From an optimization exercise on the open Yosys and OpenROAD flow, aimed at small area, a short achievable clock period and few clock cycles; shortcuts taken in it are not production practice. Function was checked by simulation only, so behaviour that the tests miss may differ from the original. The flow treats the clock pin as an ideal source. Dropping or thinning the clock tree relies on that and would not hold on a real chip. Power figures rest on the tool's default switching activity, not on a simulated workload.

==> flow/design.v <==
`timescale 1ns/1ps
module sha256_padder (
	input  logic         clock,
	input  logic         regin_reset,
	input  logic         go,
	input  logic [5:0]   msg_len,
	input  logic [7:0]   mem_data,
	output logic [6:0]   mem_req,
	output logic [511:0] block,
	output logic         pad_rdy
);
	logic       idle;    
	logic       en;      
	logic [5:0] addr;    
	logic       clr;     
	logic       v0;      
	logic       vld;     
	logic       hd;      
	logic [5:0] len;     
	logic [5:0] lenq;    
	logic [5:0] lm1;     
	logic       lgt1;    
	logic       accept;
	logic [7:0] msg [0:54];   
	logic       mark55;       
	assign accept  = go & idle;
	assign mem_req = {en, addr};
	always_ff @(posedge clock) begin
		if (regin_reset) begin
			idle    <= 1'b1;
			en      <= 1'b0;
			clr     <= 1'b0;
			v0      <= 1'b0;
			vld     <= 1'b0;
			hd      <= 1'b1;
			pad_rdy <= 1'b0;
		end else begin
			idle    <= (idle & ~go) | ((clr | v0 | vld) & ~en);
			en      <= idle ? (go & (msg_len != 6'd0)) :
			           clr  ? lgt1 : (en & (addr != 6'd1));
			clr     <= accept;
			v0      <= en & clr;
			vld     <= en & ~clr;
			hd      <= ~accept & ~(en & ~clr);
			pad_rdy <= ((clr | v0 | vld) & ~en) | (pad_rdy & ~go);
		end
	end
	always_ff @(posedge clock) begin
		addr <= idle ? 6'd0 : clr ? lm1 : addr - 6'd1;
	end
	always_ff @(posedge clock) begin
		lm1  <= msg_len - 6'd1;
		lgt1 <= (msg_len > 6'd1);
	end
	always_ff @(posedge clock) begin
		if (accept) begin
			len <= msg_len;
		end
		lenq <= len;
	end
	always_ff @(posedge clock) begin
		msg[0] <= ({8{v0}} & mem_data) | ({8{clr}} & 8'h80) | ({8{~clr & ~v0}} & msg[0]);
		msg[1] <= ({8{vld}} & mem_data) | ({8{clr & en}} & 8'h80) | ({8{hd}} & msg[1]);
		for (int i = 2; i < 55; i++) begin
			msg[i] <= ({8{vld}} & msg[i - 1]) | ({8{hd}} & msg[i]);
		end
		mark55 <= (vld & msg[54][7]) | (hd & mark55);
	end
	always_comb begin
		block = '0;
		for (int i = 0; i < 55; i++) begin
			block[511 - 8 * i -: 8] = msg[i];
		end
		block[71] = mark55;
		block[8:3] = lenq;
	end
endmodule
clock: 4.0 ns
lec_check: 0
cap_margin: 20
core_aspect_ratio: 4
core_margin: 2
core_utilization: 60
setup_slack_margin: 2.6
slew_margin: 20
standard.sh (not shown) runs the stock make flow with config.mk's settings and CLKGATE_MAP_FILE= SYNTH_SCRIPT=/design/flow/synth_recipe.tcl, a recipe that flattens the netlist after the stock synthesis.
==> flow/flow/run.sh <==
#!/bin/bash
# Layout: the standard flow with these changes.
#  - synthesis runs first, exactly as standard (synth.log);
#  - after synthesis, repair uses no delay cells (dont_use.tcl);
#  - port buffers are buf_1;
#  - flip-flops that drive an output buffer drive only it: their other
#    loads move to the buffer output; repair_design caps fanout (pre_resize.tcl);
#  - the CTS buffer tree is replaced by a two-level inverter tree, and the
#    post-CTS repair runs on that tree (post_cts.tcl).
#  - repair may resize cells to other footprints (MATCH_CELL_FOOTPRINT=0).
# The rest of the tools' output goes to standard.log.
set -e
bash standard.sh synth > synth.log 2>&1
F=$PWD/flow
export BUFFER_PORTS_ARGS="-buffer_cell sky130_fd_sc_hd__buf_1"
export PRE_FLOORPLAN_TCL=$F/dont_use.tcl
export PRE_RESIZE_TCL=$F/pre_resize.tcl
export PRE_CTS_TCL=$F/dont_use.tcl
export POST_CTS_TCL=$F/post_cts.tcl
export PRE_GLOBAL_ROUTE_TCL=$F/dont_use.tcl
export FLOW_MAX_FANOUT=16
bash standard.sh SKIP_CTS_REPAIR_TIMING=1 MATCH_CELL_FOOTPRINT=0 finish > standard.log 2>&1
Other scripts of this flow, unchanged in this note and not shown: flow/flow/dont_use.tcl, flow/flow/inv_tree.tcl, flow/flow/post_cts.tcl, flow/flow/pre_resize.tcl
The starting point did not get past global routing.
Testbench counts at the start, summed over its fixed seeds: cycles 15,553.
Then changed:
--- a/flow/flow/run.sh
+++ b/flow/flow/run.sh
@@ -3,5 +3,5 @@
 #  - synthesis runs first, exactly as standard (synth.log);
 #  - after synthesis, repair uses no delay cells (dont_use.tcl);
-#  - port buffers are buf_1;
+#  - port buffers are buf_2;
 #  - flip-flops that drive an output buffer drive only it: their other
 #    loads move to the buffer output; repair_design caps fanout (pre_resize.tcl);
@@ -13,5 +13,5 @@
 bash standard.sh synth > synth.log 2>&1
 F=$PWD/flow
-export BUFFER_PORTS_ARGS="-buffer_cell sky130_fd_sc_hd__buf_1"
+export BUFFER_PORTS_ARGS="-buffer_cell sky130_fd_sc_hd__buf_2"
 export PRE_FLOORPLAN_TCL=$F/dont_use.tcl
 export PRE_RESIZE_TCL=$F/pre_resize.tcl
--- a/flow/config.mk
+++ b/flow/config.mk
@@ -9,5 +9,5 @@
 export CORE_ASPECT_RATIO = 4
 export CORE_MARGIN = 2
-export CORE_UTILIZATION = 60
-export SETUP_SLACK_MARGIN = 2.6
+export CORE_UTILIZATION = 70
+export SETUP_SLACK_MARGIN = 2.4
 export SLEW_MARGIN = 20
=> This time the run passed the timing, DRC and antenna checks; synthesized area does not change; synthesized cell count is unchanged.
The clock cells of the second run of this note come from the design's own scripts or RTL, not from TritonCTS.

========
Setup of build 84:
Starts from the design.v that is shown in full above.
==> flow/config.mk <==
export PLATFORM = sky130hd
export DESIGN_NAME = sha256_padder
export DESIGN_NICKNAME = sha256_padder
export VERILOG_FILES = /design/flow/design.v
export SDC_FILE = /design/flow/constraint.sdc
export NUM_CORES = 4
export LEC_CHECK = 0
export CAP_MARGIN = 20
export CORE_ASPECT_RATIO = 4
export CORE_MARGIN = 2
export CORE_UTILIZATION = 70
export SETUP_SLACK_MARGIN = 2.4
export SLEW_MARGIN = 20
==> flow/constraint.sdc <==
create_clock -name core_clock -period 4.0 [get_ports {clock}]
set_input_delay 0.8000 -clock core_clock [delete_from_list [all_inputs] [get_ports {clock}]]
set_output_delay 0.8000 -clock core_clock [all_outputs]
set_load 0.01 [all_outputs]
==> flow/flow/run.sh <==
#!/bin/bash
# Layout: the standard flow with these changes.
#  - synthesis runs first, exactly as standard (synth.log);
#  - after synthesis, repair uses no delay cells (dont_use.tcl);
#  - port buffers are buf_2;
#  - flip-flops that drive an output buffer drive only it: their other
#    loads move to the buffer output; repair_design caps fanout (pre_resize.tcl);
#  - the CTS buffer tree is replaced by a two-level inverter tree, and the
#    post-CTS repair runs on that tree (post_cts.tcl).
# The rest of the tools' output goes to standard.log.
set -e
bash standard.sh synth > synth.log 2>&1
F=$PWD/flow
export BUFFER_PORTS_ARGS="-buffer_cell sky130_fd_sc_hd__buf_2"
export PRE_FLOORPLAN_TCL=$F/dont_use.tcl
export PRE_RESIZE_TCL=$F/pre_resize.tcl
export PRE_CTS_TCL=$F/dont_use.tcl
export POST_CTS_TCL=$F/post_cts.tcl
export PRE_GLOBAL_ROUTE_TCL=$F/dont_use.tcl
export FLOW_MAX_FANOUT=16
bash standard.sh SKIP_CTS_REPAIR_TIMING=1 finish > standard.log 2>&1
==> flow/flow/pre_resize.tcl <==
# Before repair_design:
#  - a flip-flop that drives an output port's buffer hands its other loads to
#    the buffer's output, so the flip-flop itself drives only the buffer;
#  - cap the fanout so the wide control nets (shift and hold selects of the
#    block register) get buffer trees.
source [file dirname [info script]]/dont_use.tcl

set block [ord::get_db_block]
set moved 0
foreach bt [$block getBTerms] {
  if {[$bt getIoType] != "OUTPUT"} { continue }
  set pnet [$bt getNet]
  if {$pnet == "NULL"} { continue }
  set drv ""
  foreach it [$pnet getITerms] { if {[$it isOutputSignal]} { set drv $it } }
  if {$drv == ""} { continue }
  set buf [$drv getInst]
  if {![string match "sky130_fd_sc_hd__buf_*" [[$buf getMaster] getName]]} { continue }
  set in_net [[$buf findITerm A] getNet]
  if {$in_net == "NULL" || [llength [$in_net getBTerms]] > 0} { continue }
  set src ""
  foreach it [$in_net getITerms] { if {[$it isOutputSignal]} { set src $it } }
  if {$src == "" || [[$src getMTerm] getName] != "Q"} { continue }
  foreach it [$in_net getITerms] {
    if {$it == $src || [$it getInst] == $buf} { continue }
    $it disconnect
    $it connect $pnet
    incr moved
  }
}
puts "pre_resize: moved $moved loads behind output buffers"

set_max_fanout $::env(FLOW_MAX_FANOUT) [current_design]
Other scripts of this flow, unchanged in this note and not shown: flow/flow/dont_use.tcl, flow/flow/inv_tree.tcl, flow/flow/post_cts.tcl
Testbench counts of build 84, summed over its fixed seeds: cycles 15,553.
--- input diff build 84..build 74 ---
==> flow/flow/run.sh <==
#!/bin/bash
# Layout: the standard flow with these changes.
#  - synthesis runs first, exactly as standard (synth.log);
#  - after synthesis, repair uses no delay cells (dont_use.tcl);
#  - port buffers are buf_1;
#  - flip-flops that drive an output buffer drive only it: their other
#    loads move to the buffer output; repair_design caps fanout (pre_resize.tcl);
#  - the CTS buffer tree is replaced by a two-level inverter tree, and the
#    post-CTS repair runs on that tree (post_cts.tcl).
#  - repair may resize cells to other footprints (MATCH_CELL_FOOTPRINT=0).
# The rest of the tools' output goes to standard.log.
set -e
bash standard.sh synth > synth.log 2>&1
F=$PWD/flow
export BUFFER_PORTS_ARGS="-buffer_cell sky130_fd_sc_hd__buf_1"
export PRE_FLOORPLAN_TCL=$F/dont_use.tcl
export PRE_RESIZE_TCL=$F/pre_resize.tcl
export PRE_CTS_TCL=$F/dont_use.tcl
export POST_CTS_TCL=$F/post_cts.tcl
export PRE_GLOBAL_ROUTE_TCL=$F/dont_use.tcl
export FLOW_MAX_FANOUT=16
bash standard.sh SKIP_CTS_REPAIR_TIMING=1 MATCH_CELL_FOOTPRINT=0 finish > standard.log 2>&1
-- flow/config.mk --
<<< build 84, line 10
export CORE_MARGIN = 2
export CORE_UTILIZATION = 70
export SETUP_SLACK_MARGIN = 2.4
export SLEW_MARGIN = 20
>>> build 74, line 10
export CORE_MARGIN = 2
export CORE_UTILIZATION = 60
export SETUP_SLACK_MARGIN = 2.5
export SLEW_MARGIN = 20
==> comparison <==
Looking at capturing instance or port of the critical path, the block[180] result is from build 84; the addr[5] one comes from build 74. Against build 84, build 74 comes in 3.7 points lower on global-route usage. For share of total power consumed by net switching, build 74 and build 84 come out practically identical. Build 84 → build 74: power drawn by the combinational cells increased about 11%; total met3 wirelength after detailed routing essentially unchanged.
--- input diff build 74..build 21 ---
==> flow/flow/run.sh <==
#!/bin/bash
# Layout: the standard flow with these changes.
#  - synthesis runs first, exactly as standard (synth.log);
#  - after synthesis, repair uses no delay cells (dont_use.tcl);
#  - port buffers are buf_2;
#  - repair_design caps fanout (pre_resize.tcl);
#  - the CTS buffer tree is replaced by a two-level inverter tree (post_cts.tcl).
# The rest of the tools' output goes to standard.log.
set -e
bash standard.sh synth > synth.log 2>&1
F=$PWD/flow
export BUFFER_PORTS_ARGS="-buffer_cell sky130_fd_sc_hd__buf_2"
export PRE_FLOORPLAN_TCL=$F/dont_use.tcl
export PRE_RESIZE_TCL=$F/pre_resize.tcl
export PRE_CTS_TCL=$F/dont_use.tcl
export POST_CTS_TCL=$F/post_cts.tcl
export PRE_GLOBAL_ROUTE_TCL=$F/dont_use.tcl
export FLOW_MAX_FANOUT=16
bash standard.sh > standard.log 2>&1
==> flow/flow/pre_resize.tcl <==
# Before repair_design: cap the fanout so the wide control nets (shift and
# hold selects of the block register) get buffer trees.
source [file dirname [info script]]/dont_use.tcl
set_max_fanout $::env(FLOW_MAX_FANOUT) [current_design]
-- flow/config.mk --
<<< build 74, line 10
export CORE_MARGIN = 2
export CORE_UTILIZATION = 60
export SETUP_SLACK_MARGIN = 2.5
export SLEW_MARGIN = 20
>>> build 21, line 10
export CORE_MARGIN = 2
export CORE_UTILIZATION = 70
export SETUP_SLACK_MARGIN = 2.4
export SLEW_MARGIN = 20
[summary]
- | final RePlAce weighted congestion | build 21 vs build 74 | 0.024 higher |
- Comparing build 74 and build 21, the lower worst slack at placement is on build 74.
- In the reports for build 74 and build 21, the larger number of cells in the design after placement belongs to build 74.
- Taking build 74 as the reference, in build 21 cell area after placement climbed 3.2%; arithmetic-cell share of the synthesized area counting full adders, half adders and majority gates barely changed; simple-gate area share of the yosys netlist barely changed; die boundary width dropped 7.1%.
- Comparing build 74 and build 21, the lower height of the die is on build 21.
- Build 21 did not finish; the tool stopped in clock tree synthesis with error DPL-0038.
Relative to build 21, the following input files were edited for build 49:
-- flow/flow/run.sh --
<<< build 21, line 6
#  - repair_design caps fanout (pre_resize.tcl);
#  - the CTS buffer tree is replaced by a two-level inverter tree (post_cts.tcl).
# The rest of the tools' output goes to standard.log.
>>> build 49, line 6
#  - repair_design caps fanout (pre_resize.tcl);
#  - the CTS buffer tree is replaced by a two-level inverter tree, and the
#    post-CTS repair runs on that tree (post_cts.tcl).
# The rest of the tools' output goes to standard.log.
<<< build 21, line 18
export FLOW_MAX_FANOUT=16
bash standard.sh > standard.log 2>&1
>>> build 49, line 19
export FLOW_MAX_FANOUT=16
bash standard.sh SKIP_CTS_REPAIR_TIMING=1 finish > standard.log 2>&1
-- flow/config.mk --
<<< build 21, line 11
export CORE_UTILIZATION = 70
export SETUP_SLACK_MARGIN = 2.4
export SLEW_MARGIN = 20
>>> build 49, line 11
export CORE_UTILIZATION = 70
export SETUP_SLACK_MARGIN = 2.5
export SLEW_MARGIN = 20
Findings:
- [compare] base=build 21 new=build 49: area share of xor/xnor cells in the synthesized design saw little to no change; cell area after technology mapping saw little to no change.
- Sum of net half-perimeters after detailed placement: build 21 vs build 49 identical
- Compared build 21 against build 49; sequential share of the synthesized area within noise.
- From build 21 to build 49 the numbers moved as follows: height of the die now sits at about the same level, placer congestion estimate held steady.
- Seen in the log of build 49: GRT-0232 during global routing, after which the run never completed.
- Row count: build 49 vs build 21 identical
- Reported for build 49 and build 21, number of ports placed on the die boundary turned out identical to the last digit.
- Re count of cell types in the netlist: no difference whatsoever between build 21 and build 49.
In build 84 and build 74 the design's own scripts or RTL, not TritonCTS, make the clock network.

========
RTL: the design.v shown in full above, as it stands there.
export LEC_CHECK = 0
export CAP_MARGIN = 20
export CORE_ASPECT_RATIO = 4
export CORE_MARGIN = 2
export CORE_UTILIZATION = 70
export SETUP_SLACK_MARGIN = 2.3
export SLEW_MARGIN = 20
create_clock -name core_clock -period 4.0 [get_ports {clock}]
==> flow/flow/run.sh <==
#!/bin/bash
# Layout: the standard flow with these changes.
#  - synthesis runs first, exactly as standard (synth.log);
#  - after synthesis, repair uses no delay cells (dont_use.tcl);
#  - port buffers are buf_2;
#  - repair_design caps fanout (pre_resize.tcl);
#  - the CTS buffer tree is replaced by a two-level inverter tree (post_cts.tcl).
# The rest of the tools' output goes to standard.log.
set -e
bash standard.sh synth > synth.log 2>&1
F=$PWD/flow
export BUFFER_PORTS_ARGS="-buffer_cell sky130_fd_sc_hd__buf_2"
export PRE_FLOORPLAN_TCL=$F/dont_use.tcl
export PRE_RESIZE_TCL=$F/pre_resize.tcl
export PRE_CTS_TCL=$F/dont_use.tcl
export POST_CTS_TCL=$F/post_cts.tcl
export PRE_GLOBAL_ROUTE_TCL=$F/dont_use.tcl
export FLOW_MAX_FANOUT=16
bash standard.sh > standard.log 2>&1
==> flow/flow/pre_resize.tcl <==
# Before repair_design: cap the fanout so the wide control nets (shift and
# hold selects of the block register) get buffer trees.
source [file dirname [info script]]/dont_use.tcl
set_max_fanout $::env(FLOW_MAX_FANOUT) [current_design]
Other scripts of this flow, unchanged in this note and not shown: flow/flow/dont_use.tcl, flow/flow/inv_tree.tcl, flow/flow/post_cts.tcl
The first run never finished: it broke off in 4_1_cts.
Testbench counts at the start, summed over its fixed seeds: cycles 15,553.
Then changed:
--- a/flow/flow/run.sh
+++ b/flow/flow/run.sh
@@ -6,3 +6,4 @@
 #  - repair_design caps fanout (pre_resize.tcl);
-#  - the CTS buffer tree is replaced by a two-level inverter tree (post_cts.tcl).
+#  - the CTS buffer tree is replaced by a two-level inverter tree, and the
+#    post-CTS repair runs on that tree (post_cts.tcl).
 # The rest of the tools' output goes to standard.log.
@@ -18,2 +19,2 @@
 export FLOW_MAX_FANOUT=16
-bash standard.sh > standard.log 2>&1
+bash standard.sh SKIP_CTS_REPAIR_TIMING=1 finish > standard.log 2>&1
--- a/flow/config.mk
+++ b/flow/config.mk
@@ -11,3 +11,3 @@
 export CORE_UTILIZATION = 70
-export SETUP_SLACK_MARGIN = 2.3
+export SETUP_SLACK_MARGIN = 2.4
 export SLEW_MARGIN = 20
What happened: With this change the flow finished with timing, DRC and antenna clean; area after synthesis stays the same; synthesized cell count does not change.
Then changed:
==> flow/flow/run.sh (replaced) <==
#!/bin/bash
# Layout: the standard flow with these changes.
#  - synthesis runs first, exactly as standard (synth.log);
#  - after synthesis, repair uses no delay cells (dont_use.tcl);
#  - port buffers are buf_1;
#  - flip-flops that drive an output buffer drive only it: their other
#    loads move to the buffer output; repair_design caps fanout (pre_resize.tcl);
#  - the CTS buffer tree is replaced by a two-level inverter tree, and the
#    post-CTS repair runs on that tree (post_cts.tcl).
#  - repair may resize cells to other footprints (MATCH_CELL_FOOTPRINT=0).
# The rest of the tools' output goes to standard.log.
set -e
bash standard.sh synth > synth.log 2>&1
F=$PWD/flow
export BUFFER_PORTS_ARGS="-buffer_cell sky130_fd_sc_hd__buf_1"
export PRE_FLOORPLAN_TCL=$F/dont_use.tcl
export PRE_RESIZE_TCL=$F/pre_resize.tcl
export PRE_CTS_TCL=$F/dont_use.tcl
export POST_CTS_TCL=$F/post_cts.tcl
export PRE_GLOBAL_ROUTE_TCL=$F/dont_use.tcl
export FLOW_MAX_FANOUT=16
bash standard.sh SKIP_CTS_REPAIR_TIMING=1 MATCH_CELL_FOOTPRINT=0 finish > standard.log 2>&1
==> flow/flow/pre_resize.tcl (replaced) <==
# Before repair_design:
#  - a flip-flop that drives an output port's buffer hands its other loads to
#    the buffer's output, so the flip-flop itself drives only the buffer;
#  - cap the fanout so the wide control nets (shift and hold selects of the
#    block register) get buffer trees.
source [file dirname [info script]]/dont_use.tcl

set block [ord::get_db_block]
set moved 0
foreach bt [$block getBTerms] {
  if {[$bt getIoType] != "OUTPUT"} { continue }
  set pnet [$bt getNet]
  if {$pnet == "NULL"} { continue }
  set drv ""
  foreach it [$pnet getITerms] { if {[$it isOutputSignal]} { set drv $it } }
  if {$drv == ""} { continue }
  set buf [$drv getInst]
  if {![string match "sky130_fd_sc_hd__buf_*" [[$buf getMaster] getName]]} { continue }
  set in_net [[$buf findITerm A] getNet]
  if {$in_net == "NULL" || [llength [$in_net getBTerms]] > 0} { continue }
  set src ""
  foreach it [$in_net getITerms] { if {[$it isOutputSignal]} { set src $it } }
  if {$src == "" || [[$src getMTerm] getName] != "Q"} { continue }
  foreach it [$in_net getITerms] {
    if {$it == $src || [$it getInst] == $buf} { continue }
    $it disconnect
    $it connect $pnet
    incr moved
  }
}
puts "pre_resize: moved $moved loads behind output buffers"

set_max_fanout $::env(FLOW_MAX_FANOUT) [current_design]
Worst hold slack degrades by 0.018 ns.
Clock power barely changes.
Routed wire length is higher by about 7%.
Then changed:
==> flow/flow/run.sh (replaced) <==
#!/bin/bash
# Layout: the standard flow with these changes.
#  - synthesis runs first, exactly as standard (synth.log);
#  - after synthesis, repair uses no delay cells (dont_use.tcl);
#  - port buffers are buf_2;
#  - repair_design caps fanout (pre_resize.tcl);
#  - the CTS buffer tree is replaced by a two-level inverter tree, and the
#    post-CTS repair runs on that tree (post_cts.tcl).
# The rest of the tools' output goes to standard.log.
set -e
bash standard.sh synth > synth.log 2>&1
F=$PWD/flow
export BUFFER_PORTS_ARGS="-buffer_cell sky130_fd_sc_hd__buf_2"
export PRE_FLOORPLAN_TCL=$F/dont_use.tcl
export PRE_RESIZE_TCL=$F/pre_resize.tcl
export PRE_CTS_TCL=$F/dont_use.tcl
export POST_CTS_TCL=$F/post_cts.tcl
export PRE_GLOBAL_ROUTE_TCL=$F/dont_use.tcl
export FLOW_MAX_FANOUT=16
bash standard.sh SKIP_CTS_REPAIR_TIMING=1 finish > standard.log 2>&1
==> flow/flow/pre_resize.tcl (replaced) <==
# Before repair_design: cap the fanout so the wide control nets (shift and
# hold selects of the block register) get buffer trees.
source [file dirname [info script]]/dont_use.tcl
set_max_fanout $::env(FLOW_MAX_FANOUT) [current_design]
--- a/flow/config.mk
+++ b/flow/config.mk
@@ -11,3 +11,3 @@
 export CORE_UTILIZATION = 70
-export SETUP_SLACK_MARGIN = 2.4
+export SETUP_SLACK_MARGIN = 2.3
 export SLEW_MARGIN = 20
The changed run passed the timing, DRC and antenna checks.
Clock power barely changes.
Worst setup slack gets worse by 0.076 ns.
Clock skew hardly moves.
Total power drops by about 0.7%.
Register-to-register slack gets worse by 0.04 ns.
The clock cells of the second, third and fourth runs of this note come from the design's own scripts or RTL, not from TritonCTS.

separate check: timing with driven ports:
Ports are ideal in the flow. The routed layouts listed here were re-timed in OpenROAD.
Step 1, drivers: a clkbuf_16 drives clock and a buf_2 each remaining input, both assumed.
Step 2 moves the port delays by t, midway between the first and last clock arrival at a register: inputs arrive t later, outputs are due t later. That takes back most of the time a late clock gives input paths.
Three values: ideal ports, drivers, drivers and shift; two values: the first two.
| run | t (ns) | slack for setup (ns) | worst setup path at the end | pins driven straight from the clock port |
|---|---|---|---|---|
| the second run of note 1 | 0.402 | 2.376 / 2.176 / 2.292 | input to register | 4 |
| build 84 | 0.403 | 2.398 / 2.175 / 2.288 | input to register | 4 |
| build 74 | 0.418 | 2.420 / 2.222 / 2.329 | input to register | 4 |
| the second run of note 3 | 0.406 | 2.416 / 2.188 / 2.288 | input to register | 4 |
| the third run of note 3 | 0.404 | 2.399 / 2.175 / 2.258 | input to register | 4 |
| the fourth run of note 3 | 0.408 | 2.323 / 2.094 / 2.291 | input to register | 4 |
After both steps every run listed still meets setup and hold. For the third run of note 3, which loses most, drivers alone change the setup slack by -0.224 ns; drivers and shift together by -0.141 ns.
